Context: an optimization exercise on an open-source flow, tuned for small area and a short achievable clock period. The choices shown serve that exercise and are no tape-out recipe.
At most, simulation tests tie the RTL to the original design; equivalence was not proved.
No functional check of the RTL was part of run 2.

==> flow/design.v, too long to show whole: its modules and the start of the top module <==
// module bfp_product_array: 493 lines
// module bfp_adder_tree: 228 lines
// module fp_normalize: 241 lines
// module bfp_dot_product: 59 lines
module bfp_dot_product (
    input  logic                    i_clk,
    input  logic                    i_reset_n,
    input  logic                    i_valid,
    input  logic [(8 + 16 * (3 + 1))-1:0] i_act,
    input  logic [(8 + 16 * (3 + 1))-1:0] i_weight,
    output logic                    o_valid,
    output logic [(1 + 8 + 23)-1:0]        o_result
);
  // ...
==> flow/flow/run.sh <==
#!/bin/bash
# Own layout flow: the standard ORFS flow, with these changes in how the layout is made:
#  - the port buffers are sky130_fd_sc_hd__buf_1 cells (buffer_ports picks a delay cell otherwise);
#  - synthesis skips the generic ABC pass inside Yosys's synth (SYNTH_ARGS=-noabc), so the
#    full adders are extracted from the design's own gates (fewer inverters); the script
#    is still synth_recipe.tcl, so registers keep their names and cell types;
#  - timing repair aims for extra setup slack (SETUP_SLACK_MARGIN), only on the worst endpoints.
# The clock period and constraints are the standard flow's, unchanged.
set -euo pipefail
export BUFFER_PORTS_ARGS="-buffer_cell sky130_fd_sc_hd__buf_1"
export SYNTH_ARGS="-noabc"
export SETUP_SLACK_MARGIN=6.9
export TNS_END_PERCENT=${TNS:-5}
bash standard.sh > standard.log 2>&1
==> flow/standard.sh <==
#!/bin/bash
# synth_recipe.tcl (not shown) runs the flow's synth.tcl, then flattens the netlist and writes it again
# the make line also repeats each setting of config.mk as NAME=value (left out here)
make -C /OpenROAD-flow-scripts/flow DESIGN_CONFIG=/design/flow/config.mk WORK_HOME=/design/flow/orfs CLKGATE_MAP_FILE= SYNTH_SCRIPT=/design/flow/synth_recipe.tcl "${@:-finish}"
==> flow/config.mk <==
export PLATFORM = sky130hd
export DESIGN_NAME = bfp_dot_product
export DESIGN_NICKNAME = bfp_dot_product
export VERILOG_FILES = /design/flow/design.v
export SDC_FILE = /design/flow/constraint.sdc
export NUM_CORES = 4
export LEC_CHECK = 0
export CAP_MARGIN = 20
export CORE_MARGIN = 2
export CORE_UTILIZATION = 60
export PLACE_DENSITY = 0.7
export SLEW_MARGIN = 20
==> flow/constraint.sdc <==
create_clock -name core_clock -period 10.5 [get_ports {i_clk}]
set_input_delay 2.1000 -clock core_clock [delete_from_list [all_inputs] [get_ports {i_clk}]]
set_output_delay 2.1000 -clock core_clock [all_outputs]
set_load 0.01 [all_outputs]
==> results.toml, run 1 <==
[outcome]
outcome = "complete, no violations"

[cells_and_area]
reg_top3 = "bfp_product_array_inst.o_r x89, s3_res x20, bfp_product_array_inst.o_exp x16"
multiInputGateArea_mm2 = 0.00887
drive_gt1_share_pct = 13.9
utilization_pct = 74.5
largest_reg_flops = 89
multi_input_area_share_pct = 61.6
largestClassByArea = "multi-input gates"
top_register = "bfp_product_array_inst.o_r"

[setup_path]
r2r_end = "s2_cut[8]"
worst-setup-path-type = "input pin to flip-flop"
path_depth = 5
cpLargestDelayFamily = "adder cells"

[yosys]
synth_compound_area_share_pct = 9.66
synth_area_leader_cell = "fa_1"
async_flop_share_pct = 1.96
synth_top_cell_area_share_pct = 29.7

[die]
ioPinCount = 180
tap-cell-count = 265
fp-row-count = 51

[routing]
via_count = 8671
via_per_inst = 5.39
routed_wl_mm = 29.4

[placement]
place_ws_ns = 6.29
routabilityCongestion = 0.900
dp_cells = 1528
numPortBuffers = 165
postPlaceCellArea_mm2 = 0.0128
post-dp-hpwl_mm = 23.3

[timing]
period_share_pct = 35.2
rsz0062_at_grt = "true"
setup_viol_count_final = 0
fmax_mhz = 271

[clock_tree]
clockBufferDepth = 2
post_cts_buffers = 16
cts_resized = 36

[global_routing]
grt_pass1_vias = 8743
==> module bfp_adder_tree, before the edit <==
module bfp_adder_tree (
    input  logic [88:0] i_r,
    output logic [14:0] o_cut
);
    wire bs1, bc2;
    assign bs1 = i_r[0] ^ i_r[1] ^ i_r[2];
    assign bc2 = (i_r[0] & i_r[1]) | (i_r[0] & i_r[2]) | (i_r[1] & i_r[2]);
    wire bs3, bc4;
    assign bs3 = i_r[4] ^ i_r[5] ^ i_r[6];
    assign bc4 = (i_r[4] & i_r[5]) | (i_r[4] & i_r[6]) | (i_r[5] & i_r[6]);
    wire bs5, bc6;
    assign bs5 = i_r[7] ^ i_r[8] ^ i_r[9];
    assign bc6 = (i_r[7] & i_r[8]) | (i_r[7] & i_r[9]) | (i_r[8] & i_r[9]);
    wire bs7, bc8;
    assign bs7 = i_r[10] ^ i_r[11] ^ i_r[12];
    assign bc8 = (i_r[10] & i_r[11]) | (i_r[10] & i_r[12]) | (i_r[11] & i_r[12]);
    wire bs9, bc10;
    assign bs9 = i_r[13] ^ i_r[14] ^ i_r[15];
    assign bc10 = (i_r[13] & i_r[14]) | (i_r[13] & i_r[15]) | (i_r[14] & i_r[15]);
    wire bs11, bc12;
    assign bs11 = bc2 ^ bs3 ^ bs5;
    assign bc12 = (bc2 & bs3) | (bc2 & bs5) | (bs3 & bs5);
    wire bs13, bc14;
    assign bs13 = bs7 ^ bs9 ^ bs11;
    assign bc14 = (bs7 & bs9) | (bs7 & bs11) | (bs9 & bs11);
    wire bs15, bc16;
    assign bs15 = i_r[16] ^ i_r[17] ^ i_r[18];
    assign bc16 = (i_r[16] & i_r[17]) | (i_r[16] & i_r[18]) | (i_r[17] & i_r[18]);
    wire bs17, bc18;
    assign bs17 = i_r[19] ^ i_r[20] ^ i_r[21];
    assign bc18 = (i_r[19] & i_r[20]) | (i_r[19] & i_r[21]) | (i_r[20] & i_r[21]);
    wire bs19, bc20;
    assign bs19 = i_r[22] ^ i_r[23] ^ i_r[24];
    assign bc20 = (i_r[22] & i_r[23]) | (i_r[22] & i_r[24]) | (i_r[23] & i_r[24]);
    wire bs21, bc22;
    assign bs21 = i_r[25] ^ i_r[26] ^ i_r[27];
    assign bc22 = (i_r[25] & i_r[26]) | (i_r[25] & i_r[27]) | (i_r[26] & i_r[27]);
    wire bs23, bc24;
    assign bs23 = i_r[28] ^ i_r[29] ^ i_r[30];
    assign bc24 = (i_r[28] & i_r[29]) | (i_r[28] & i_r[30]) | (i_r[29] & i_r[30]);
    wire bs25, bc26;
    assign bs25 = bc4 ^ bc6 ^ bc8;
    assign bc26 = (bc4 & bc6) | (bc4 & bc8) | (bc6 & bc8);
    wire bs27, bc28;
    assign bs27 = bc10 ^ bs15 ^ bs17;
    assign bc28 = (bc10 & bs15) | (bc10 & bs17) | (bs15 & bs17);
    wire bs29, bc30;
    assign bs29 = bs19 ^ bs21 ^ bs23;
    assign bc30 = (bs19 & bs21) | (bs19 & bs23) | (bs21 & bs23);
    wire bs31, bc32;
    assign bs31 = bc12 ^ bs25 ^ bs27;
    assign bc32 = (bc12 & bs25) | (bc12 & bs27) | (bs25 & bs27);
    wire bs33, bc34;
    assign bs33 = bs29 ^ bc14 ^ bs31;
    assign bc34 = (bs29 & bc14) | (bs29 & bs31) | (bc14 & bs31);
    wire bs35, bc36;
    assign bs35 = i_r[31] ^ i_r[32] ^ i_r[33];
    assign bc36 = (i_r[31] & i_r[32]) | (i_r[31] & i_r[33]) | (i_r[32] & i_r[33]);
    wire bs37, bc38;
    assign bs37 = i_r[34] ^ i_r[35] ^ i_r[36];
    assign bc38 = (i_r[34] & i_r[35]) | (i_r[34] & i_r[36]) | (i_r[35] & i_r[36]);
    wire bs39, bc40;
    assign bs39 = i_r[37] ^ i_r[38] ^ i_r[39];
    assign bc40 = (i_r[37] & i_r[38]) | (i_r[37] & i_r[39]) | (i_r[38] & i_r[39]);
    wire bs41, bc42;
    assign bs41 = i_r[40] ^ i_r[41] ^ i_r[42];
    assign bc42 = (i_r[40] & i_r[41]) | (i_r[40] & i_r[42]) | (i_r[41] & i_r[42]);
    wire bs43, bc44;
    assign bs43 = i_r[43] ^ i_r[44] ^ i_r[45];
    assign bc44 = (i_r[43] & i_r[44]) | (i_r[43] & i_r[45]) | (i_r[44] & i_r[45]);
    wire bs45, bc46;
    assign bs45 = i_r[46] ^ i_r[47] ^ i_r[48];
    assign bc46 = (i_r[46] & i_r[47]) | (i_r[46] & i_r[48]) | (i_r[47] & i_r[48]);
    wire bs47, bc48;
    assign bs47 = i_r[49] ^ bc16 ^ bc18;
    assign bc48 = (i_r[49] & bc16) | (i_r[49] & bc18) | (bc16 & bc18);
    wire bs49, bc50;
    assign bs49 = bc20 ^ bc22 ^ bc24;
    assign bc50 = (bc20 & bc22) | (bc20 & bc24) | (bc22 & bc24);
    wire bs51, bc52;
    assign bs51 = bs35 ^ bs37 ^ bs39;
    assign bc52 = (bs35 & bs37) | (bs35 & bs39) | (bs37 & bs39);
    wire bs53, bc54;
    assign bs53 = bs41 ^ bs43 ^ bs45;
    assign bc54 = (bs41 & bs43) | (bs41 & bs45) | (bs43 & bs45);
    wire bs55, bc56;
    assign bs55 = bc26 ^ bc28 ^ bc30;
    assign bc56 = (bc26 & bc28) | (bc26 & bc30) | (bc28 & bc30);
    wire bs57, bc58;
    assign bs57 = bs47 ^ bs49 ^ bs51;
    assign bc58 = (bs47 & bs49) | (bs47 & bs51) | (bs49 & bs51);
    wire bs59, bc60;
    assign bs59 = bs53 ^ bs55 ^ bc32;
    assign bc60 = (bs53 & bs55) | (bs53 & bc32) | (bs55 & bc32);
    wire bs61, bc62;
    assign bs61 = bs57 ^ bc34 ^ bs59;
    assign bc62 = (bs57 & bc34) | (bs57 & bs59) | (bc34 & bs59);
    wire bs63, bc64;
    assign bs63 = i_r[50] ^ i_r[51] ^ i_r[52];
    assign bc64 = (i_r[50] & i_r[51]) | (i_r[50] & i_r[52]) | (i_r[51] & i_r[52]);
    wire bs65, bc66;
    assign bs65 = i_r[53] ^ i_r[54] ^ i_r[55];
    assign bc66 = (i_r[53] & i_r[54]) | (i_r[53] & i_r[55]) | (i_r[54] & i_r[55]);
    wire bs67, bc68;
    assign bs67 = i_r[56] ^ i_r[57] ^ i_r[58];
    assign bc68 = (i_r[56] & i_r[57]) | (i_r[56] & i_r[58]) | (i_r[57] & i_r[58]);
    wire bs69, bc70;
    assign bs69 = i_r[59] ^ i_r[60] ^ i_r[61];
    assign bc70 = (i_r[59] & i_r[60]) | (i_r[59] & i_r[61]) | (i_r[60] & i_r[61]);
    wire bs71, bc72;
    assign bs71 = i_r[62] ^ i_r[63] ^ i_r[64];
    assign bc72 = (i_r[62] & i_r[63]) | (i_r[62] & i_r[64]) | (i_r[63] & i_r[64]);
    wire bs73, bc74;
    assign bs73 = i_r[65] ^ bc36 ^ bc38;
    assign bc74 = (i_r[65] & bc36) | (i_r[65] & bc38) | (bc36 & bc38);
    wire bs75, bc76;
    assign bs75 = bc40 ^ bc42 ^ bc44;
    assign bc76 = (bc40 & bc42) | (bc40 & bc44) | (bc42 & bc44);
    wire bs77, bc78;
    assign bs77 = bc46 ^ bs63 ^ bs65;
    assign bc78 = (bc46 & bs63) | (bc46 & bs65) | (bs63 & bs65);
    wire bs79, bc80;
    assign bs79 = bs67 ^ bs69 ^ bs71;
    assign bc80 = (bs67 & bs69) | (bs67 & bs71) | (bs69 & bs71);
    wire bs81, bc82;
    assign bs81 = bc48 ^ bc50 ^ bc52;
    assign bc82 = (bc48 & bc50) | (bc48 & bc52) | (bc50 & bc52);
    wire bs83, bc84;
    assign bs83 = bc54 ^ bs73 ^ bs75;
    assign bc84 = (bc54 & bs73) | (bc54 & bs75) | (bs73 & bs75);
    wire bs85, bc86;
    assign bs85 = bs77 ^ bs79 ^ bc56;
    assign bc86 = (bs77 & bs79) | (bs77 & bc56) | (bs79 & bc56);
    wire bs87, bc88;
    assign bs87 = bs81 ^ bs83 ^ bc58;
    assign bc88 = (bs81 & bs83) | (bs81 & bc58) | (bs83 & bc58);
    wire bs89, bc90;
    assign bs89 = bs85 ^ bc60 ^ bs87;
    assign bc90 = (bs85 & bc60) | (bs85 & bs87) | (bc60 & bs87);
    wire bs91, bc92;
    assign bs91 = i_r[66] ^ i_r[67] ^ i_r[68];
    assign bc92 = (i_r[66] & i_r[67]) | (i_r[66] & i_r[68]) | (i_r[67] & i_r[68]);
    wire bs93, bc94;
    assign bs93 = i_r[69] ^ i_r[70] ^ i_r[71];
    assign bc94 = (i_r[69] & i_r[70]) | (i_r[69] & i_r[71]) | (i_r[70] & i_r[71]);
    wire bs95, bc96;
    assign bs95 = i_r[72] ^ i_r[73] ^ i_r[74];
    assign bc96 = (i_r[72] & i_r[73]) | (i_r[72] & i_r[74]) | (i_r[73] & i_r[74]);
    wire bs97, bc98;
    assign bs97 = i_r[75] ^ i_r[76] ^ i_r[77];
    assign bc98 = (i_r[75] & i_r[76]) | (i_r[75] & i_r[77]) | (i_r[76] & i_r[77]);
    wire bs99, bc100;
    assign bs99 = i_r[78] ^ bc64 ^ bc66;
    assign bc100 = (i_r[78] & bc64) | (i_r[78] & bc66) | (bc64 & bc66);
    wire bs101, bc102;
    assign bs101 = bc68 ^ bc70 ^ bc72;
    assign bc102 = (bc68 & bc70) | (bc68 & bc72) | (bc70 & bc72);
    wire bs103, bc104;
    assign bs103 = bs91 ^ bs93 ^ bs95;
    assign bc104 = (bs91 & bs93) | (bs91 & bs95) | (bs93 & bs95);
    wire bs105, bc106;
    assign bs105 = bs97 ^ bc74 ^ bc76;
    assign bc106 = (bs97 & bc74) | (bs97 & bc76) | (bc74 & bc76);
    wire bs107, bc108;
    assign bs107 = bc78 ^ bc80 ^ bs99;
    assign bc108 = (bc78 & bc80) | (bc78 & bs99) | (bc80 & bs99);
    wire bs109, bc110;
    assign bs109 = bs101 ^ bs103 ^ bc82;
    assign bc110 = (bs101 & bs103) | (bs101 & bc82) | (bs103 & bc82);
    wire bs111, bc112;
    assign bs111 = bc84 ^ bs105 ^ bs107;
    assign bc112 = (bc84 & bs105) | (bc84 & bs107) | (bs105 & bs107);
    wire bs113, bc114;
    assign bs113 = bc86 ^ bs109 ^ bc88;
    assign bc114 = (bc86 & bs109) | (bc86 & bc88) | (bs109 & bc88);
    wire bs115, bc116;
    assign bs115 = bs111 ^ bc90 ^ bs113;
    assign bc116 = (bs111 & bc90) | (bs111 & bs113) | (bc90 & bs113);
    wire bs117, bc118;
    assign bs117 = i_r[79] ^ i_r[80] ^ i_r[81];
    assign bc118 = (i_r[79] & i_r[80]) | (i_r[79] & i_r[81]) | (i_r[80] & i_r[81]);
    wire bs119, bc120;
    assign bs119 = i_r[82] ^ i_r[83] ^ i_r[84];
    assign bc120 = (i_r[82] & i_r[83]) | (i_r[82] & i_r[84]) | (i_r[83] & i_r[84]);
    wire bs121, bc122;
    assign bs121 = i_r[85] ^ i_r[86] ^ bc92;
    assign bc122 = (i_r[85] & i_r[86]) | (i_r[85] & bc92) | (i_r[86] & bc92);
    wire bs123, bc124;
    assign bs123 = bc94 ^ bc96 ^ bc98;
    assign bc124 = (bc94 & bc96) | (bc94 & bc98) | (bc96 & bc98);
    wire bs125, bc126;
    assign bs125 = bs117 ^ bs119 ^ bc100;
    assign bc126 = (bs117 & bs119) | (bs117 & bc100) | (bs119 & bc100);
    wire bs127, bc128;
    assign bs127 = bc102 ^ bc104 ^ bs121;
    assign bc128 = (bc102 & bc104) | (bc102 & bs121) | (bc104 & bs121);
    wire bs129, bc130;
    assign bs129 = bs123 ^ bc106 ^ bc108;
    assign bc130 = (bs123 & bc106) | (bs123 & bc108) | (bc106 & bc108);
    wire bs131, bc132;
    assign bs131 = bs125 ^ bs127 ^ bc110;
    assign bc132 = (bs125 & bs127) | (bs125 & bc110) | (bs127 & bc110);
    wire bs133, bc134;
    assign bs133 = bc112 ^ bs129 ^ bs131;
    assign bc134 = (bc112 & bs129) | (bc112 & bs131) | (bs129 & bs131);
    wire bs135, bc136;
    assign bs135 = bc114 ^ bs133 ^ bc116;
    assign bc136 = (bc114 & bs133) | (bc114 & bc116) | (bs133 & bc116);
    wire bs137, bc138;
    assign bs137 = i_r[87] ^ bc118 ^ bc120;
    assign bc138 = (i_r[87] & bc118) | (i_r[87] & bc120) | (bc118 & bc120);
    wire bs139, bc140;
    assign bs139 = bc122 ^ bc124 ^ bs137;
    assign bc140 = (bc122 & bc124) | (bc122 & bs137) | (bc124 & bs137);
    wire bs141, bc142;
    assign bs141 = bc126 ^ bc128 ^ bs139;
    assign bc142 = (bc126 & bc128) | (bc126 & bs139) | (bc128 & bs139);
    wire bs143, bc144;
    assign bs143 = bc130 ^ bs141 ^ bc132;
    assign bc144 = (bc130 & bs141) | (bc130 & bc132) | (bs141 & bc132);
    wire bs145, bc146;
    assign bs145 = i_r[88] ^ bc138 ^ bc140;
    assign bc146 = (i_r[88] & bc138) | (i_r[88] & bc140) | (bc138 & bc140);
    wire bs147, bc148;
    assign bs147 = bc142 ^ bs145 ^ bc144;
    assign bc148 = (bc142 & bs145) | (bc142 & bc144) | (bs145 & bc144);
    assign o_cut = {bc148, bc146, bs147, bc136, bs143, bc134, bs135, bs115, bs89, bc62, bs61, bs33, bs13, bs1, i_r[3]};
endmodule
==> module fp_normalize, before the edit <==
module fp_normalize (
    input  logic [14:0] i_cut,
    input  logic [9:0]  i_e0,
    output logic [19:0] o_res
);
    logic [10:0] x, y;
    logic [10:0] pos, negv;
    logic        neg;
    logic [9:0]  mag;
    logic [9:0]  lz;           
    logic [3:0]  p;
    logic [8:0]  frac;
    logic [9:0]  flmask, ovmask;
    logic [7:0]  e;
    logic        zero, flush, ovf;
    wire cs1, cc2;
    assign cs1 = i_cut[9] ^ i_cut[10];
    assign cc2 = i_cut[9] & i_cut[10];
    assign x = {1'b0, i_cut[13], i_cut[12], cs1, i_cut[8], i_cut[7], i_cut[5], i_cut[4], i_cut[3], i_cut[2], i_cut[0]};
    assign y = {1'b0, i_cut[14], cc2, i_cut[11], 1'b0, 1'b0, i_cut[6], 1'b0, 1'b0, 1'b0, i_cut[1]};
    logic [10:0] g0, p0, cy;
    assign g0 = x & y;
    assign p0 = x ^ y;
    logic [10:0] g1, p1;
    assign g1[0] = g0[0];
    assign p1[0] = p0[0];
    assign g1[1] = g0[1] | (p0[1] & g0[0]);
    assign p1[1] = p0[1] & p0[0];
    assign g1[2] = g0[2] | (p0[2] & g0[1]);
    assign p1[2] = p0[2] & p0[1];
    assign g1[3] = g0[3] | (p0[3] & g0[2]);
    assign p1[3] = p0[3] & p0[2];
    assign g1[4] = g0[4] | (p0[4] & g0[3]);
    assign p1[4] = p0[4] & p0[3];
    assign g1[5] = g0[5] | (p0[5] & g0[4]);
    assign p1[5] = p0[5] & p0[4];
    assign g1[6] = g0[6] | (p0[6] & g0[5]);
    assign p1[6] = p0[6] & p0[5];
    assign g1[7] = g0[7] | (p0[7] & g0[6]);
    assign p1[7] = p0[7] & p0[6];
    assign g1[8] = g0[8] | (p0[8] & g0[7]);
    assign p1[8] = p0[8] & p0[7];
    assign g1[9] = g0[9] | (p0[9] & g0[8]);
    assign p1[9] = p0[9] & p0[8];
    assign g1[10] = g0[10] | (p0[10] & g0[9]);
    assign p1[10] = p0[10] & p0[9];
    logic [10:0] g2, p2;
    assign g2[0] = g1[0];
    assign p2[0] = p1[0];
    assign g2[1] = g1[1];
    assign p2[1] = p1[1];
    assign g2[2] = g1[2] | (p1[2] & g1[0]);
    assign p2[2] = p1[2] & p1[0];
    assign g2[3] = g1[3] | (p1[3] & g1[1]);
    assign p2[3] = p1[3] & p1[1];
    assign g2[4] = g1[4] | (p1[4] & g1[2]);
    assign p2[4] = p1[4] & p1[2];
    assign g2[5] = g1[5] | (p1[5] & g1[3]);
    assign p2[5] = p1[5] & p1[3];
    assign g2[6] = g1[6] | (p1[6] & g1[4]);
    assign p2[6] = p1[6] & p1[4];
    assign g2[7] = g1[7] | (p1[7] & g1[5]);
    assign p2[7] = p1[7] & p1[5];
    assign g2[8] = g1[8] | (p1[8] & g1[6]);
    assign p2[8] = p1[8] & p1[6];
    assign g2[9] = g1[9] | (p1[9] & g1[7]);
    assign p2[9] = p1[9] & p1[7];
    assign g2[10] = g1[10] | (p1[10] & g1[8]);
    assign p2[10] = p1[10] & p1[8];
    logic [10:0] g3, p3;
    assign g3[0] = g2[0];
    assign p3[0] = p2[0];
    assign g3[1] = g2[1];
    assign p3[1] = p2[1];
    assign g3[2] = g2[2];
    assign p3[2] = p2[2];
    assign g3[3] = g2[3];
    assign p3[3] = p2[3];
    assign g3[4] = g2[4] | (p2[4] & g2[0]);
    assign p3[4] = p2[4] & p2[0];
    assign g3[5] = g2[5] | (p2[5] & g2[1]);
    assign p3[5] = p2[5] & p2[1];
    assign g3[6] = g2[6] | (p2[6] & g2[2]);
    assign p3[6] = p2[6] & p2[2];
    assign g3[7] = g2[7] | (p2[7] & g2[3]);
    assign p3[7] = p2[7] & p2[3];
    assign g3[8] = g2[8] | (p2[8] & g2[4]);
    assign p3[8] = p2[8] & p2[4];
    assign g3[9] = g2[9] | (p2[9] & g2[5]);
    assign p3[9] = p2[9] & p2[5];
    assign g3[10] = g2[10] | (p2[10] & g2[6]);
    assign p3[10] = p2[10] & p2[6];
    logic [10:0] g4, p4;
    assign g4[0] = g3[0];
    assign p4[0] = p3[0];
    assign g4[1] = g3[1];
    assign p4[1] = p3[1];
    assign g4[2] = g3[2];
    assign p4[2] = p3[2];
    assign g4[3] = g3[3];
    assign p4[3] = p3[3];
    assign g4[4] = g3[4];
    assign p4[4] = p3[4];
    assign g4[5] = g3[5];
    assign p4[5] = p3[5];
    assign g4[6] = g3[6];
    assign p4[6] = p3[6];
    assign g4[7] = g3[7];
    assign p4[7] = p3[7];
    assign g4[8] = g3[8] | (p3[8] & g3[0]);
    assign p4[8] = p3[8] & p3[0];
    assign g4[9] = g3[9] | (p3[9] & g3[1]);
    assign p4[9] = p3[9] & p3[1];
    assign g4[10] = g3[10] | (p3[10] & g3[2]);
    assign p4[10] = p3[10] & p3[2];
    assign cy  = {g4[9:0], 1'b0};
    assign pos = p0 ^ cy;
    logic [9:0] zt, lowz;
    assign zt = p0[9:0] ^ {g0[8:0] | p0[8:0], 1'b0};
    always_comb begin
        lowz[0] = 1'b1;
        for (int i = 1; i < 10; i++) lowz[i] = lowz[i-1] & ~zt[i-1];
    end
    assign negv = {1'b0, pos[9:0] ^ ~lowz};
    assign neg  = ~pos[10];
    logic [9:0] lzp, lzn;
    always_comb begin
        for (int k = 0; k < 10; k++) begin
            lzp[k] = pos[k];
            lzn[k] = negv[k];
            for (int j = k + 1; j < 10; j++) begin
                lzp[k] = lzp[k] & ~pos[j];
                lzn[k] = lzn[k] & ~negv[j];
            end
        end
    end
    assign mag = neg ? negv[9:0] : pos[9:0];
    assign lz  = neg ? lzn : lzp;
    always_comb begin
        frac = '0;
        for (int k = 1; k < 10; k++)
            for (int j = 0; j < k; j++)
                frac[8-j] = frac[8-j] | (lz[k] & mag[k-1-j]);
    end
    always_comb begin
        p = '0;
        for (int k = 0; k < 10; k++) p = p | ({4{lz[k]}} & 4'(k));
    end
    logic ge255, near255, le0;
    logic [4:0] elo;
    logic [3:0] ehi1;
    assign ge255   = ~i_e0[9] & (i_e0[8] | (&i_e0[7:0]));
    assign near255 = ~i_e0[9] & ~i_e0[8] & (&i_e0[7:4]);        
    assign le0     = i_e0[9] | ~|i_e0;
    logic [4:0] elok [10];
    assign flmask[0] = le0 & (i_e0[9] ? 1'b1 : 1'b1);
    assign ovmask[0] = ge255 | (near255 & ((i_e0[3:0] == 4'd15)));
    assign flmask[1] = le0 & (i_e0[9] ? 1'b1 : 1'b0);
    assign ovmask[1] = ge255 | (near255 & ((i_e0[3:0] == 4'd14) | (i_e0[3:0] == 4'd15)));
    assign flmask[2] = le0 & (i_e0[9] ? ((i_e0[2:0] == 3'd0) | (i_e0[2:0] == 3'd1) | (i_e0[2:0] == 3'd2) | (i_e0[2:0] == 3'd3) | (i_e0[2:0] == 3'd4) | (i_e0[2:0] == 3'd5) | (i_e0[2:0] == 3'd6)) : 1'b0);
    assign ovmask[2] = ge255 | (near255 & ((i_e0[3:0] == 4'd13) | (i_e0[3:0] == 4'd14) | (i_e0[3:0] == 4'd15)));
    assign flmask[3] = le0 & (i_e0[9] ? ((i_e0[2:0] == 3'd0) | (i_e0[2:0] == 3'd1) | (i_e0[2:0] == 3'd2) | (i_e0[2:0] == 3'd3) | (i_e0[2:0] == 3'd4) | (i_e0[2:0] == 3'd5)) : 1'b0);
    assign ovmask[3] = ge255 | (near255 & ((i_e0[3:0] == 4'd12) | (i_e0[3:0] == 4'd13) | (i_e0[3:0] == 4'd14) | (i_e0[3:0] == 4'd15)));
    assign flmask[4] = le0 & (i_e0[9] ? ((i_e0[2:0] == 3'd0) | (i_e0[2:0] == 3'd1) | (i_e0[2:0] == 3'd2) | (i_e0[2:0] == 3'd3) | (i_e0[2:0] == 3'd4)) : 1'b0);
    assign ovmask[4] = ge255 | (near255 & ((i_e0[3:0] == 4'd11) | (i_e0[3:0] == 4'd12) | (i_e0[3:0] == 4'd13) | (i_e0[3:0] == 4'd14) | (i_e0[3:0] == 4'd15)));
    assign flmask[5] = le0 & (i_e0[9] ? ((i_e0[2:0] == 3'd0) | (i_e0[2:0] == 3'd1) | (i_e0[2:0] == 3'd2) | (i_e0[2:0] == 3'd3)) : 1'b0);
    assign ovmask[5] = ge255 | (near255 & ((i_e0[3:0] == 4'd10) | (i_e0[3:0] == 4'd11) | (i_e0[3:0] == 4'd12) | (i_e0[3:0] == 4'd13) | (i_e0[3:0] == 4'd14) | (i_e0[3:0] == 4'd15)));
    assign flmask[6] = le0 & (i_e0[9] ? ((i_e0[2:0] == 3'd0) | (i_e0[2:0] == 3'd1) | (i_e0[2:0] == 3'd2)) : 1'b0);
    assign ovmask[6] = ge255 | (near255 & ((i_e0[3:0] == 4'd9) | (i_e0[3:0] == 4'd10) | (i_e0[3:0] == 4'd11) | (i_e0[3:0] == 4'd12) | (i_e0[3:0] == 4'd13) | (i_e0[3:0] == 4'd14) | (i_e0[3:0] == 4'd15)));
    assign flmask[7] = le0 & (i_e0[9] ? ((i_e0[2:0] == 3'd0) | (i_e0[2:0] == 3'd1)) : 1'b0);
    assign ovmask[7] = ge255 | (near255 & ((i_e0[3:0] == 4'd8) | (i_e0[3:0] == 4'd9) | (i_e0[3:0] == 4'd10) | (i_e0[3:0] == 4'd11) | (i_e0[3:0] == 4'd12) | (i_e0[3:0] == 4'd13) | (i_e0[3:0] == 4'd14) | (i_e0[3:0] == 4'd15)));
    assign flmask[8] = le0 & (i_e0[9] ? ((i_e0[2:0] == 3'd0)) : 1'b0);
    assign ovmask[8] = ge255 | (near255 & ((i_e0[3:0] == 4'd7) | (i_e0[3:0] == 4'd8) | (i_e0[3:0] == 4'd9) | (i_e0[3:0] == 4'd10) | (i_e0[3:0] == 4'd11) | (i_e0[3:0] == 4'd12) | (i_e0[3:0] == 4'd13) | (i_e0[3:0] == 4'd14) | (i_e0[3:0] == 4'd15)));
    assign flmask[9] = le0 & (i_e0[9] ? 1'b0 : 1'b0);
    assign ovmask[9] = ge255 | (near255 & ((i_e0[3:0] == 4'd6) | (i_e0[3:0] == 4'd7) | (i_e0[3:0] == 4'd8) | (i_e0[3:0] == 4'd9) | (i_e0[3:0] == 4'd10) | (i_e0[3:0] == 4'd11) | (i_e0[3:0] == 4'd12) | (i_e0[3:0] == 4'd13) | (i_e0[3:0] == 4'd14) | (i_e0[3:0] == 4'd15)));
    assign elok[0][0] = ((i_e0[3:0] == 4'd1) | (i_e0[3:0] == 4'd3) | (i_e0[3:0] == 4'd5) | (i_e0[3:0] == 4'd7) | (i_e0[3:0] == 4'd9) | (i_e0[3:0] == 4'd11) | (i_e0[3:0] == 4'd13) | (i_e0[3:0] == 4'd15));
    assign elok[0][1] = ((i_e0[3:0] == 4'd2) | (i_e0[3:0] == 4'd3) | (i_e0[3:0] == 4'd6) | (i_e0[3:0] == 4'd7) | (i_e0[3:0] == 4'd10) | (i_e0[3:0] == 4'd11) | (i_e0[3:0] == 4'd14) | (i_e0[3:0] == 4'd15));
    assign elok[0][2] = ((i_e0[3:0] == 4'd4) | (i_e0[3:0] == 4'd5) | (i_e0[3:0] == 4'd6) | (i_e0[3:0] == 4'd7) | (i_e0[3:0] == 4'd12) | (i_e0[3:0] == 4'd13) | (i_e0[3:0] == 4'd14) | (i_e0[3:0] == 4'd15));
    assign elok[0][3] = ((i_e0[3:0] == 4'd8) | (i_e0[3:0] == 4'd9) | (i_e0[3:0] == 4'd10) | (i_e0[3:0] == 4'd11) | (i_e0[3:0] == 4'd12) | (i_e0[3:0] == 4'd13) | (i_e0[3:0] == 4'd14) | (i_e0[3:0] == 4'd15));
    assign elok[0][4] = 1'b0;
    assign elok[1][0] = ((i_e0[3:0] == 4'd0) | (i_e0[3:0] == 4'd2) | (i_e0[3:0] == 4'd4) | (i_e0[3:0] == 4'd6) | (i_e0[3:0] == 4'd8) | (i_e0[3:0] == 4'd10) | (i_e0[3:0] == 4'd12) | (i_e0[3:0] == 4'd14));
    assign elok[1][1] = ((i_e0[3:0] == 4'd1) | (i_e0[3:0] == 4'd2) | (i_e0[3:0] == 4'd5) | (i_e0[3:0] == 4'd6) | (i_e0[3:0] == 4'd9) | (i_e0[3:0] == 4'd10) | (i_e0[3:0] == 4'd13) | (i_e0[3:0] == 4'd14));
    assign elok[1][2] = ((i_e0[3:0] == 4'd3) | (i_e0[3:0] == 4'd4) | (i_e0[3:0] == 4'd5) | (i_e0[3:0] == 4'd6) | (i_e0[3:0] == 4'd11) | (i_e0[3:0] == 4'd12) | (i_e0[3:0] == 4'd13) | (i_e0[3:0] == 4'd14));
    assign elok[1][3] = ((i_e0[3:0] == 4'd7) | (i_e0[3:0] == 4'd8) | (i_e0[3:0] == 4'd9) | (i_e0[3:0] == 4'd10) | (i_e0[3:0] == 4'd11) | (i_e0[3:0] == 4'd12) | (i_e0[3:0] == 4'd13) | (i_e0[3:0] == 4'd14));
    assign elok[1][4] = ((i_e0[3:0] == 4'd15));
    assign elok[2][0] = ((i_e0[3:0] == 4'd1) | (i_e0[3:0] == 4'd3) | (i_e0[3:0] == 4'd5) | (i_e0[3:0] == 4'd7) | (i_e0[3:0] == 4'd9) | (i_e0[3:0] == 4'd11) | (i_e0[3:0] == 4'd13) | (i_e0[3:0] == 4'd15));
    assign elok[2][1] = ((i_e0[3:0] == 4'd0) | (i_e0[3:0] == 4'd1) | (i_e0[3:0] == 4'd4) | (i_e0[3:0] == 4'd5) | (i_e0[3:0] == 4'd8) | (i_e0[3:0] == 4'd9) | (i_e0[3:0] == 4'd12) | (i_e0[3:0] == 4'd13));
    assign elok[2][2] = ((i_e0[3:0] == 4'd2) | (i_e0[3:0] == 4'd3) | (i_e0[3:0] == 4'd4) | (i_e0[3:0] == 4'd5) | (i_e0[3:0] == 4'd10) | (i_e0[3:0] == 4'd11) | (i_e0[3:0] == 4'd12) | (i_e0[3:0] == 4'd13));
    assign elok[2][3] = ((i_e0[3:0] == 4'd6) | (i_e0[3:0] == 4'd7) | (i_e0[3:0] == 4'd8) | (i_e0[3:0] == 4'd9) | (i_e0[3:0] == 4'd10) | (i_e0[3:0] == 4'd11) | (i_e0[3:0] == 4'd12) | (i_e0[3:0] == 4'd13));
    assign elok[2][4] = ((i_e0[3:0] == 4'd14) | (i_e0[3:0] == 4'd15));
    assign elok[3][0] = ((i_e0[3:0] == 4'd0) | (i_e0[3:0] == 4'd2) | (i_e0[3:0] == 4'd4) | (i_e0[3:0] == 4'd6) | (i_e0[3:0] == 4'd8) | (i_e0[3:0] == 4'd10) | (i_e0[3:0] == 4'd12) | (i_e0[3:0] == 4'd14));
    assign elok[3][1] = ((i_e0[3:0] == 4'd0) | (i_e0[3:0] == 4'd3) | (i_e0[3:0] == 4'd4) | (i_e0[3:0] == 4'd7) | (i_e0[3:0] == 4'd8) | (i_e0[3:0] == 4'd11) | (i_e0[3:0] == 4'd12) | (i_e0[3:0] == 4'd15));
    assign elok[3][2] = ((i_e0[3:0] == 4'd1) | (i_e0[3:0] == 4'd2) | (i_e0[3:0] == 4'd3) | (i_e0[3:0] == 4'd4) | (i_e0[3:0] == 4'd9) | (i_e0[3:0] == 4'd10) | (i_e0[3:0] == 4'd11) | (i_e0[3:0] == 4'd12));
    assign elok[3][3] = ((i_e0[3:0] == 4'd5) | (i_e0[3:0] == 4'd6) | (i_e0[3:0] == 4'd7) | (i_e0[3:0] == 4'd8) | (i_e0[3:0] == 4'd9) | (i_e0[3:0] == 4'd10) | (i_e0[3:0] == 4'd11) | (i_e0[3:0] == 4'd12));
    assign elok[3][4] = ((i_e0[3:0] == 4'd13) | (i_e0[3:0] == 4'd14) | (i_e0[3:0] == 4'd15));
    assign elok[4][0] = ((i_e0[3:0] == 4'd1) | (i_e0[3:0] == 4'd3) | (i_e0[3:0] == 4'd5) | (i_e0[3:0] == 4'd7) | (i_e0[3:0] == 4'd9) | (i_e0[3:0] == 4'd11) | (i_e0[3:0] == 4'd13) | (i_e0[3:0] == 4'd15));
    assign elok[4][1] = ((i_e0[3:0] == 4'd2) | (i_e0[3:0] == 4'd3) | (i_e0[3:0] == 4'd6) | (i_e0[3:0] == 4'd7) | (i_e0[3:0] == 4'd10) | (i_e0[3:0] == 4'd11) | (i_e0[3:0] == 4'd14) | (i_e0[3:0] == 4'd15));
    assign elok[4][2] = ((i_e0[3:0] == 4'd0) | (i_e0[3:0] == 4'd1) | (i_e0[3:0] == 4'd2) | (i_e0[3:0] == 4'd3) | (i_e0[3:0] == 4'd8) | (i_e0[3:0] == 4'd9) | (i_e0[3:0] == 4'd10) | (i_e0[3:0] == 4'd11));
    assign elok[4][3] = ((i_e0[3:0] == 4'd4) | (i_e0[3:0] == 4'd5) | (i_e0[3:0] == 4'd6) | (i_e0[3:0] == 4'd7) | (i_e0[3:0] == 4'd8) | (i_e0[3:0] == 4'd9) | (i_e0[3:0] == 4'd10) | (i_e0[3:0] == 4'd11));
    assign elok[4][4] = ((i_e0[3:0] == 4'd12) | (i_e0[3:0] == 4'd13) | (i_e0[3:0] == 4'd14) | (i_e0[3:0] == 4'd15));
    assign elok[5][0] = ((i_e0[3:0] == 4'd0) | (i_e0[3:0] == 4'd2) | (i_e0[3:0] == 4'd4) | (i_e0[3:0] == 4'd6) | (i_e0[3:0] == 4'd8) | (i_e0[3:0] == 4'd10) | (i_e0[3:0] == 4'd12) | (i_e0[3:0] == 4'd14));
    assign elok[5][1] = ((i_e0[3:0] == 4'd1) | (i_e0[3:0] == 4'd2) | (i_e0[3:0] == 4'd5) | (i_e0[3:0] == 4'd6) | (i_e0[3:0] == 4'd9) | (i_e0[3:0] == 4'd10) | (i_e0[3:0] == 4'd13) | (i_e0[3:0] == 4'd14));
    assign elok[5][2] = ((i_e0[3:0] == 4'd0) | (i_e0[3:0] == 4'd1) | (i_e0[3:0] == 4'd2) | (i_e0[3:0] == 4'd7) | (i_e0[3:0] == 4'd8) | (i_e0[3:0] == 4'd9) | (i_e0[3:0] == 4'd10) | (i_e0[3:0] == 4'd15));
    assign elok[5][3] = ((i_e0[3:0] == 4'd3) | (i_e0[3:0] == 4'd4) | (i_e0[3:0] == 4'd5) | (i_e0[3:0] == 4'd6) | (i_e0[3:0] == 4'd7) | (i_e0[3:0] == 4'd8) | (i_e0[3:0] == 4'd9) | (i_e0[3:0] == 4'd10));
    assign elok[5][4] = ((i_e0[3:0] == 4'd11) | (i_e0[3:0] == 4'd12) | (i_e0[3:0] == 4'd13) | (i_e0[3:0] == 4'd14) | (i_e0[3:0] == 4'd15));
    assign elok[6][0] = ((i_e0[3:0] == 4'd1) | (i_e0[3:0] == 4'd3) | (i_e0[3:0] == 4'd5) | (i_e0[3:0] == 4'd7) | (i_e0[3:0] == 4'd9) | (i_e0[3:0] == 4'd11) | (i_e0[3:0] == 4'd13) | (i_e0[3:0] == 4'd15));
    assign elok[6][1] = ((i_e0[3:0] == 4'd0) | (i_e0[3:0] == 4'd1) | (i_e0[3:0] == 4'd4) | (i_e0[3:0] == 4'd5) | (i_e0[3:0] == 4'd8) | (i_e0[3:0] == 4'd9) | (i_e0[3:0] == 4'd12) | (i_e0[3:0] == 4'd13));
    assign elok[6][2] = ((i_e0[3:0] == 4'd0) | (i_e0[3:0] == 4'd1) | (i_e0[3:0] == 4'd6) | (i_e0[3:0] == 4'd7) | (i_e0[3:0] == 4'd8) | (i_e0[3:0] == 4'd9) | (i_e0[3:0] == 4'd14) | (i_e0[3:0] == 4'd15));
    assign elok[6][3] = ((i_e0[3:0] == 4'd2) | (i_e0[3:0] == 4'd3) | (i_e0[3:0] == 4'd4) | (i_e0[3:0] == 4'd5) | (i_e0[3:0] == 4'd6) | (i_e0[3:0] == 4'd7) | (i_e0[3:0] == 4'd8) | (i_e0[3:0] == 4'd9));
    assign elok[6][4] = ((i_e0[3:0] == 4'd10) | (i_e0[3:0] == 4'd11) | (i_e0[3:0] == 4'd12) | (i_e0[3:0] == 4'd13) | (i_e0[3:0] == 4'd14) | (i_e0[3:0] == 4'd15));
    assign elok[7][0] = ((i_e0[3:0] == 4'd0) | (i_e0[3:0] == 4'd2) | (i_e0[3:0] == 4'd4) | (i_e0[3:0] == 4'd6) | (i_e0[3:0] == 4'd8) | (i_e0[3:0] == 4'd10) | (i_e0[3:0] == 4'd12) | (i_e0[3:0] == 4'd14));
    assign elok[7][1] = ((i_e0[3:0] == 4'd0) | (i_e0[3:0] == 4'd3) | (i_e0[3:0] == 4'd4) | (i_e0[3:0] == 4'd7) | (i_e0[3:0] == 4'd8) | (i_e0[3:0] == 4'd11) | (i_e0[3:0] == 4'd12) | (i_e0[3:0] == 4'd15));
    assign elok[7][2] = ((i_e0[3:0] == 4'd0) | (i_e0[3:0] == 4'd5) | (i_e0[3:0] == 4'd6) | (i_e0[3:0] == 4'd7) | (i_e0[3:0] == 4'd8) | (i_e0[3:0] == 4'd13) | (i_e0[3:0] == 4'd14) | (i_e0[3:0] == 4'd15));
    assign elok[7][3] = ((i_e0[3:0] == 4'd1) | (i_e0[3:0] == 4'd2) | (i_e0[3:0] == 4'd3) | (i_e0[3:0] == 4'd4) | (i_e0[3:0] == 4'd5) | (i_e0[3:0] == 4'd6) | (i_e0[3:0] == 4'd7) | (i_e0[3:0] == 4'd8));
    assign elok[7][4] = ((i_e0[3:0] == 4'd9) | (i_e0[3:0] == 4'd10) | (i_e0[3:0] == 4'd11) | (i_e0[3:0] == 4'd12) | (i_e0[3:0] == 4'd13) | (i_e0[3:0] == 4'd14) | (i_e0[3:0] == 4'd15));
    assign elok[8][0] = ((i_e0[3:0] == 4'd1) | (i_e0[3:0] == 4'd3) | (i_e0[3:0] == 4'd5) | (i_e0[3:0] == 4'd7) | (i_e0[3:0] == 4'd9) | (i_e0[3:0] == 4'd11) | (i_e0[3:0] == 4'd13) | (i_e0[3:0] == 4'd15));
    assign elok[8][1] = ((i_e0[3:0] == 4'd2) | (i_e0[3:0] == 4'd3) | (i_e0[3:0] == 4'd6) | (i_e0[3:0] == 4'd7) | (i_e0[3:0] == 4'd10) | (i_e0[3:0] == 4'd11) | (i_e0[3:0] == 4'd14) | (i_e0[3:0] == 4'd15));
    assign elok[8][2] = ((i_e0[3:0] == 4'd4) | (i_e0[3:0] == 4'd5) | (i_e0[3:0] == 4'd6) | (i_e0[3:0] == 4'd7) | (i_e0[3:0] == 4'd12) | (i_e0[3:0] == 4'd13) | (i_e0[3:0] == 4'd14) | (i_e0[3:0] == 4'd15));
    assign elok[8][3] = ((i_e0[3:0] == 4'd0) | (i_e0[3:0] == 4'd1) | (i_e0[3:0] == 4'd2) | (i_e0[3:0] == 4'd3) | (i_e0[3:0] == 4'd4) | (i_e0[3:0] == 4'd5) | (i_e0[3:0] == 4'd6) | (i_e0[3:0] == 4'd7));
    assign elok[8][4] = ((i_e0[3:0] == 4'd8) | (i_e0[3:0] == 4'd9) | (i_e0[3:0] == 4'd10) | (i_e0[3:0] == 4'd11) | (i_e0[3:0] == 4'd12) | (i_e0[3:0] == 4'd13) | (i_e0[3:0] == 4'd14) | (i_e0[3:0] == 4'd15));
    assign elok[9][0] = ((i_e0[3:0] == 4'd0) | (i_e0[3:0] == 4'd2) | (i_e0[3:0] == 4'd4) | (i_e0[3:0] == 4'd6) | (i_e0[3:0] == 4'd8) | (i_e0[3:0] == 4'd10) | (i_e0[3:0] == 4'd12) | (i_e0[3:0] == 4'd14));
    assign elok[9][1] = ((i_e0[3:0] == 4'd1) | (i_e0[3:0] == 4'd2) | (i_e0[3:0] == 4'd5) | (i_e0[3:0] == 4'd6) | (i_e0[3:0] == 4'd9) | (i_e0[3:0] == 4'd10) | (i_e0[3:0] == 4'd13) | (i_e0[3:0] == 4'd14));
    assign elok[9][2] = ((i_e0[3:0] == 4'd3) | (i_e0[3:0] == 4'd4) | (i_e0[3:0] == 4'd5) | (i_e0[3:0] == 4'd6) | (i_e0[3:0] == 4'd11) | (i_e0[3:0] == 4'd12) | (i_e0[3:0] == 4'd13) | (i_e0[3:0] == 4'd14));
    assign elok[9][3] = ((i_e0[3:0] == 4'd0) | (i_e0[3:0] == 4'd1) | (i_e0[3:0] == 4'd2) | (i_e0[3:0] == 4'd3) | (i_e0[3:0] == 4'd4) | (i_e0[3:0] == 4'd5) | (i_e0[3:0] == 4'd6) | (i_e0[3:0] == 4'd15));
    assign elok[9][4] = ((i_e0[3:0] == 4'd7) | (i_e0[3:0] == 4'd8) | (i_e0[3:0] == 4'd9) | (i_e0[3:0] == 4'd10) | (i_e0[3:0] == 4'd11) | (i_e0[3:0] == 4'd12) | (i_e0[3:0] == 4'd13) | (i_e0[3:0] == 4'd14) | (i_e0[3:0] == 4'd15));
    assign ehi1[0] = ((i_e0[7:4] == 4'd0) | (i_e0[7:4] == 4'd2) | (i_e0[7:4] == 4'd4) | (i_e0[7:4] == 4'd6) | (i_e0[7:4] == 4'd8) | (i_e0[7:4] == 4'd10) | (i_e0[7:4] == 4'd12) | (i_e0[7:4] == 4'd14));
    assign ehi1[1] = ((i_e0[7:4] == 4'd1) | (i_e0[7:4] == 4'd2) | (i_e0[7:4] == 4'd5) | (i_e0[7:4] == 4'd6) | (i_e0[7:4] == 4'd9) | (i_e0[7:4] == 4'd10) | (i_e0[7:4] == 4'd13) | (i_e0[7:4] == 4'd14));
    assign ehi1[2] = ((i_e0[7:4] == 4'd3) | (i_e0[7:4] == 4'd4) | (i_e0[7:4] == 4'd5) | (i_e0[7:4] == 4'd6) | (i_e0[7:4] == 4'd11) | (i_e0[7:4] == 4'd12) | (i_e0[7:4] == 4'd13) | (i_e0[7:4] == 4'd14));
    assign ehi1[3] = ((i_e0[7:4] == 4'd7) | (i_e0[7:4] == 4'd8) | (i_e0[7:4] == 4'd9) | (i_e0[7:4] == 4'd10) | (i_e0[7:4] == 4'd11) | (i_e0[7:4] == 4'd12) | (i_e0[7:4] == 4'd13) | (i_e0[7:4] == 4'd14));
    always_comb begin
        elo = '0;
        for (int k = 0; k < 10; k++) elo = elo | ({5{lz[k]}} & elok[k]);
    end
    assign e     = {elo[4] ? ehi1 : i_e0[7:4], elo[3:0]};
    assign zero  = ~|lz;
    assign flush = |(lz & flmask);
    assign ovf   = |(lz & ovmask);
    always_comb begin
        o_res = {zero | flush, ovf, neg, e, frac};
    end
endmodule
==> module bfp_dot_product, before the edit <==
module bfp_dot_product (
    input  logic                    i_clk,
    input  logic                    i_reset_n,
    input  logic                    i_valid,
    input  logic [(8 + 16 * (3 + 1))-1:0] i_act,
    input  logic [(8 + 16 * (3 + 1))-1:0] i_weight,
    output logic                    o_valid,
    output logic [(1 + 8 + 23)-1:0]        o_result
);
    logic        v1, v2;
    logic [88:0] s1_r;
    logic [15:0] s1_exp;
    logic [14:0] cut;
    logic [14:0] s2_cut;
    logic [9:0]  s2_e0;
    logic [19:0] res;
    logic [19:0] s3_res;
    always_ff @(posedge i_clk or negedge i_reset_n) begin
        if (!i_reset_n) begin
            v1      <= 1'b0;
            v2      <= 1'b0;
            o_valid <= 1'b0;
        end else begin
            v1      <= i_valid;
            v2      <= v1;
            o_valid <= v2;
        end
    end
    bfp_product_array bfp_product_array_inst (
        .i_clk    (i_clk),
        .i_act    (i_act),
        .i_weight (i_weight),
        .o_r      (s1_r),
        .o_exp    (s1_exp)
    );
    bfp_adder_tree bfp_adder_tree_inst (
        .i_r      (s1_r),
        .o_cut   (cut)
    );
    always_ff @(posedge i_clk) begin
        s2_cut <= cut;
        s2_e0  <= {2'b00, s1_exp[7:0]} + {2'b00, s1_exp[15:8]} - 10'd6;
    end
    fp_normalize fp_normalize_inst (
        .i_cut (s2_cut),
        .i_e0  (s2_e0),
        .o_res (res)
    );
    always_ff @(posedge i_clk) begin
        s3_res <= res;
    end
    logic kill, inf;
    assign kill     = s3_res[19];
    assign inf      = s3_res[18];
    assign o_result = {s3_res[17] & ~kill,
                       (s3_res[16:9] | {8{inf}}) & ~{8{kill}},
                       s3_res[8:0] & ~{9{kill | inf}},
                       14'h0};
endmodule
==> run 2, diff against run 1 <==
--- a/flow/design.v
+++ b/flow/design.v
@@ -499,5 +499,5 @@
 module bfp_adder_tree (
     input  logic [88:0] i_r,
-    output logic [14:0] o_cut
+    output logic [13:0] o_cut
 );
     wire bs1, bc2;
@@ -718,10 +718,13 @@
     assign bc144 = (bc130 & bs141) | (bc130 & bc132) | (bs141 & bc132);
     wire bs145, bc146;
-    assign bs145 = i_r[88] ^ bc138 ^ bc140;
-    assign bc146 = (i_r[88] & bc138) | (i_r[88] & bc140) | (bc138 & bc140);
+    assign bs145 = bc134 ^ bs143 ^ bc136;
+    assign bc146 = (bc134 & bs143) | (bc134 & bc136) | (bs143 & bc136);
     wire bs147, bc148;
-    assign bs147 = bc142 ^ bs145 ^ bc144;
-    assign bc148 = (bc142 & bs145) | (bc142 & bc144) | (bs145 & bc144);
-    assign o_cut = {bc148, bc146, bs147, bc136, bs143, bc134, bs135, bs115, bs89, bc62, bs61, bs33, bs13, bs1, i_r[3]};
+    assign bs147 = i_r[88] ^ bc138 ^ bc140;
+    assign bc148 = (i_r[88] & bc138) | (i_r[88] & bc140) | (bc138 & bc140);
+    wire bs149, bc150;
+    assign bs149 = bc142 ^ bs147 ^ bc144;
+    assign bc150 = (bc142 & bs147) | (bc142 & bc144) | (bs147 & bc144);
+    assign o_cut = {bc150, bc148, bs149, bc146, bs145, bs135, bs115, bs89, bc62, bs61, bs33, bs13, bs1, i_r[3]};
 endmodule
 `default_nettype wire
@@ -729,5 +732,5 @@
 `default_nettype none
 module fp_normalize (
-    input  logic [14:0] i_cut,
+    input  logic [13:0] i_cut,
     input  logic [9:0]  i_e0,
     output logic [19:0] o_res
@@ -743,9 +746,6 @@
     logic [7:0]  e;
     logic        zero, flush, ovf;
-    wire cs1, cc2;
-    assign cs1 = i_cut[9] ^ i_cut[10];
-    assign cc2 = i_cut[9] & i_cut[10];
-    assign x = {1'b0, i_cut[13], i_cut[12], cs1, i_cut[8], i_cut[7], i_cut[5], i_cut[4], i_cut[3], i_cut[2], i_cut[0]};
-    assign y = {1'b0, i_cut[14], cc2, i_cut[11], 1'b0, 1'b0, i_cut[6], 1'b0, 1'b0, 1'b0, i_cut[1]};
+    assign x = {1'b0, i_cut[12], i_cut[10], i_cut[9], i_cut[8], i_cut[7], i_cut[5], i_cut[4], i_cut[3], i_cut[2], i_cut[0]};
+    assign y = {1'b0, i_cut[13], i_cut[11], 1'b0, 1'b0, 1'b0, i_cut[6], 1'b0, 1'b0, 1'b0, i_cut[1]};
     logic [10:0] g0, p0, cy;
     assign g0 = x & y;
@@ -984,6 +984,6 @@
     logic [88:0] s1_r;
     logic [15:0] s1_exp;
-    logic [14:0] cut;
-    logic [14:0] s2_cut;
+    logic [13:0] cut;
+    logic [13:0] s2_cut;
     logic [9:0]  s2_e0;
     logic [19:0] res;
--- a/flow/flow/run.sh
+++ b/flow/flow/run.sh
@@ -10,5 +10,5 @@
 export BUFFER_PORTS_ARGS="-buffer_cell sky130_fd_sc_hd__buf_1"
 export SYNTH_ARGS="-noabc"
-export SETUP_SLACK_MARGIN=6.9
+export SETUP_SLACK_MARGIN=${MARGIN:-7.2}
 export TNS_END_PERCENT=${TNS:-5}
 bash standard.sh > standard.log 2>&1
--- a/flow/config.mk
+++ b/flow/config.mk
@@ -8,5 +8,4 @@
 export CAP_MARGIN = 20
 export CORE_MARGIN = 2
-export CORE_UTILIZATION = 60
-export PLACE_DENSITY = 0.7
+export CORE_UTILIZATION = 40
 export SLEW_MARGIN = 20
==> results.toml, run 2 <==
[setup_path]
startpoint_type = "flip-flop"
slowest_stage = "fa_2"
crit_chain = "fa_1 > fa_2 > fa_2 > fa_1 > fa_2 > fa_2 > fa_2 > fa_1"
critical_path_arrival_ns = 4.21
crit_buf_inv = 0
max_stage_delay_ns = 0.55
worst-setup-path-type = "flip-flop to flip-flop"
worstPathRequired_ns = 10.81
crit_fanout = 1
end_kind = "flip-flop"
cpLargestDelayFamily = "adder cells"
cpMostUsedCell = "fa_2"

[cells_and_area]
num-nets-final = 1689
instances_no_fill = 1736
final_cell_mix = "nand2_1, fa_1, buf_1"
seqCellArea_mm2 = 0.00307
reg_top3 = "bfp_product_array_inst.o_r x89, s3_res x20, bfp_product_array_inst.o_exp x16"
largest_reg_flops = 89
diodes = 0
syn_to_final_growth_pct = 25.3
drive_gt1_share_pct = 17.8
utilization_pct = 50.6
multiInputGateArea_mm2 = 0.00929
top_register = "bfp_product_array_inst.o_r"
n_fill_cell = 2663
mostFrequentLayoutCell = "nand2_1"

[routing]
routed_wl_mm = 31.6
drt_pass1_iterations = 8
drc = 0
wl_per_cell_um = 18.2
via_count = 8686
ant_nets = 0
via_per_inst = 5.00
drt_iter0_markers = 578

[die]
die_w_um = 176
fp-row-count = 63
core_area_mm2 = 0.0294
die_height_um = 176
die_area_mm2 = 0.0311
initial_core_util_pct = 40.4
ioPinCount = 180

[placement]
post-dp-hpwl_mm = 25.4
numPortBuffers = 165
routabilityCongestion = 0.897
dp_cells = 1659

[job]
maxCapViolations = 0

[global_routing]
grt-ovfl-total = 0
grt_util_all_layers_pct = 20.9
antenna_found_initial = 1
grt_max_degree = 19
grt_pass1_vias = 9043
grt_pass1_wl_mm = 48.9

[yosys]
synth_area_mm2 = 0.0119
yosysWarnings = 4
synthFlopType = "dfxtp_1"
synth_cells = 1119
synth_cell_types = 94
synth_top_cell_area_share_pct = 29.5
async_flop_share_pct = 1.97
synth_edf_count = 0
synthTopCellsByCount = "nand2_1, fa_1, xnor2_1"
ys_ff_latch = 152
avgSynthCellArea_um2 = 10.6
yosysMostFrequentCell = "nand2_1"
synth_area_leader_cell = "fa_1"
yosysSeqAreaShare_pct = 25.8
synth.area.top_cells = "fa_1, dfxtp_1, xnor2_1"

[timing]
tns_ns = 0
rsz0062_at_grt = "true"
period_share_pct = 37.2
setup_viol_count_final = 0
period_minus_slack_ns = 3.90
hold_viol = 0
tightestPinTransition_ns = 0.699
slew_viol_final = 0
timing.slew.headroom_pct = 53.1
skew_ns = 0.0107
fmax_mhz = 256

[clock_tree]
clock_sinks = 152
htreeDepth = 4
clockBufferDepth = 2
clkSlewWorstSetupHoldPaths_ns = 0.07
clkLatencyLatePin_ns = 0.43
cts-buffers-inserted = 17
cts_tree = "built"
clockRootBuffer = "clkbuf_16"

[min_path]
min_path_type = "flip-flop to flip-flop"

[outcome]
outcome = "complete, no violations"
## run 2: timing repair
action / 4_1_cts / 5_1_grt
setup endpoints to repair: 123 / 123
buffers inserted: 17 / 23
hold buffers: 0 / 0
resized for setup: 69 / 53
gates cloned: 3 / 2
pin swaps: 26 / 22
## run 2: path summary, 6_finish.rpt
check / startpoint / endpoint / slack (ns) / cells after the start
hold / removal: v1 / v2 / 0.36 / 0
max in group asynchronous: i_reset_n / v1 / 8.88 / 1
min in group asynchronous: i_reset_n / v2 / 1.47 / 1
setup reg to reg: bfp_product_array_inst.o_r[33] / s2_cut[9] / 6.60 / 8
setup / recovery: bfp_product_array_inst.o_r[33] / s2_cut[9] / 6.60 / 8
hold reg to reg: v1 / v2 / 0.36 / 0
## run 2: final cells by class
cell class | instances | area share [%]
Sequential cell | 152 | 20.7
Clock buffer | 17 | 2.86
Multi-Input combinational cell | 879 | 62.5
Tap cell | 390 | 3.28
Clock inverter | 15 | 1.23
Inverter | 71 | 1.79
Timing Repair Buffer | 212 | 7.67
## run 2: kinds of logic (layout without fill, tap and decap cells)
kind of cell             count (synthesis)  count (layout)  synth area share, %
multiplexers                             6               6                0.727
other                                    1              14               0.0316
AO/OA/AOI/OAI                          141             143                 9.91
adder cells (fa/ha/maj)                209             209                 33.1
flip-flops                             152             152                 25.8
AND/OR/NAND/NOR                        317             317                 12.4
XOR/XNOR                               190             190                 14.2
buffers and inverters                  103             315                 3.87
## run 2: layer usage
metal | vias to the layer above | global-route usage, % | share of wire (%)
li1 | 4088 | - | -
met1 | 4290 | 26.2 | 42
met2 | 257 | 37.2 | 52
met3 | 51 | 3.27 | 4.3
met4 | 0 | 6.23 | 2.4
met5 | - | 0 | 0
## run 2: per-stage QoR
stage               cell area (µm²)  hold WS, ns  worst slack [ns]
detailed placement            13200        0.347              6.20
floorplan                     12300        0.310              6.67
global placement              13200        0.332              6.27
global route                  14900        0.370              6.51
CTS                           14400        0.358              6.57
finish                        14900        0.357              6.60
## run 2: worst register-to-register path: cells and delay by family (launching register included)
| family | cells | cell delay (ns) |
|---|---|---|
| adders and majority gates | 8 | 3.44 |
| DFF | 1 | 0.32 |

==> afterwards: timing with drivers on the ports <==
No port has a modelled driver above. Below, the same layouts with a new extraction and two added sets of constraints.
Step 1, drivers: a clkbuf_16 drives i_clk and a buf_2 each remaining input, both assumed.
Step 2 adds t to the input delays and takes it off the output delays; t is the mean of the earliest and latest rising clock arrival at the registers after step 1. Input paths then give back, and output paths get back, about the clock's delay inside the block.
a / b / c = ideal / step 1 / step 2; a / b = the first two.
run | t (ns) | setup slack, ns | clock arrival spread, ns | worst data-port slew with drivers (ns)
run 1 | 0.466 | 6.809 / 6.830 / 6.364 | 0.009 / 0.009 | 0.07
run 2 | 0.481 | 6.596 / 6.596 / 6.294 | 0.011 / 0.010 | 0.07
After both steps setup and hold are still met in every run listed. For run 1, which loses most, drivers alone change the setup slack by +0.021 ns; drivers and shift together by -0.445 ns.
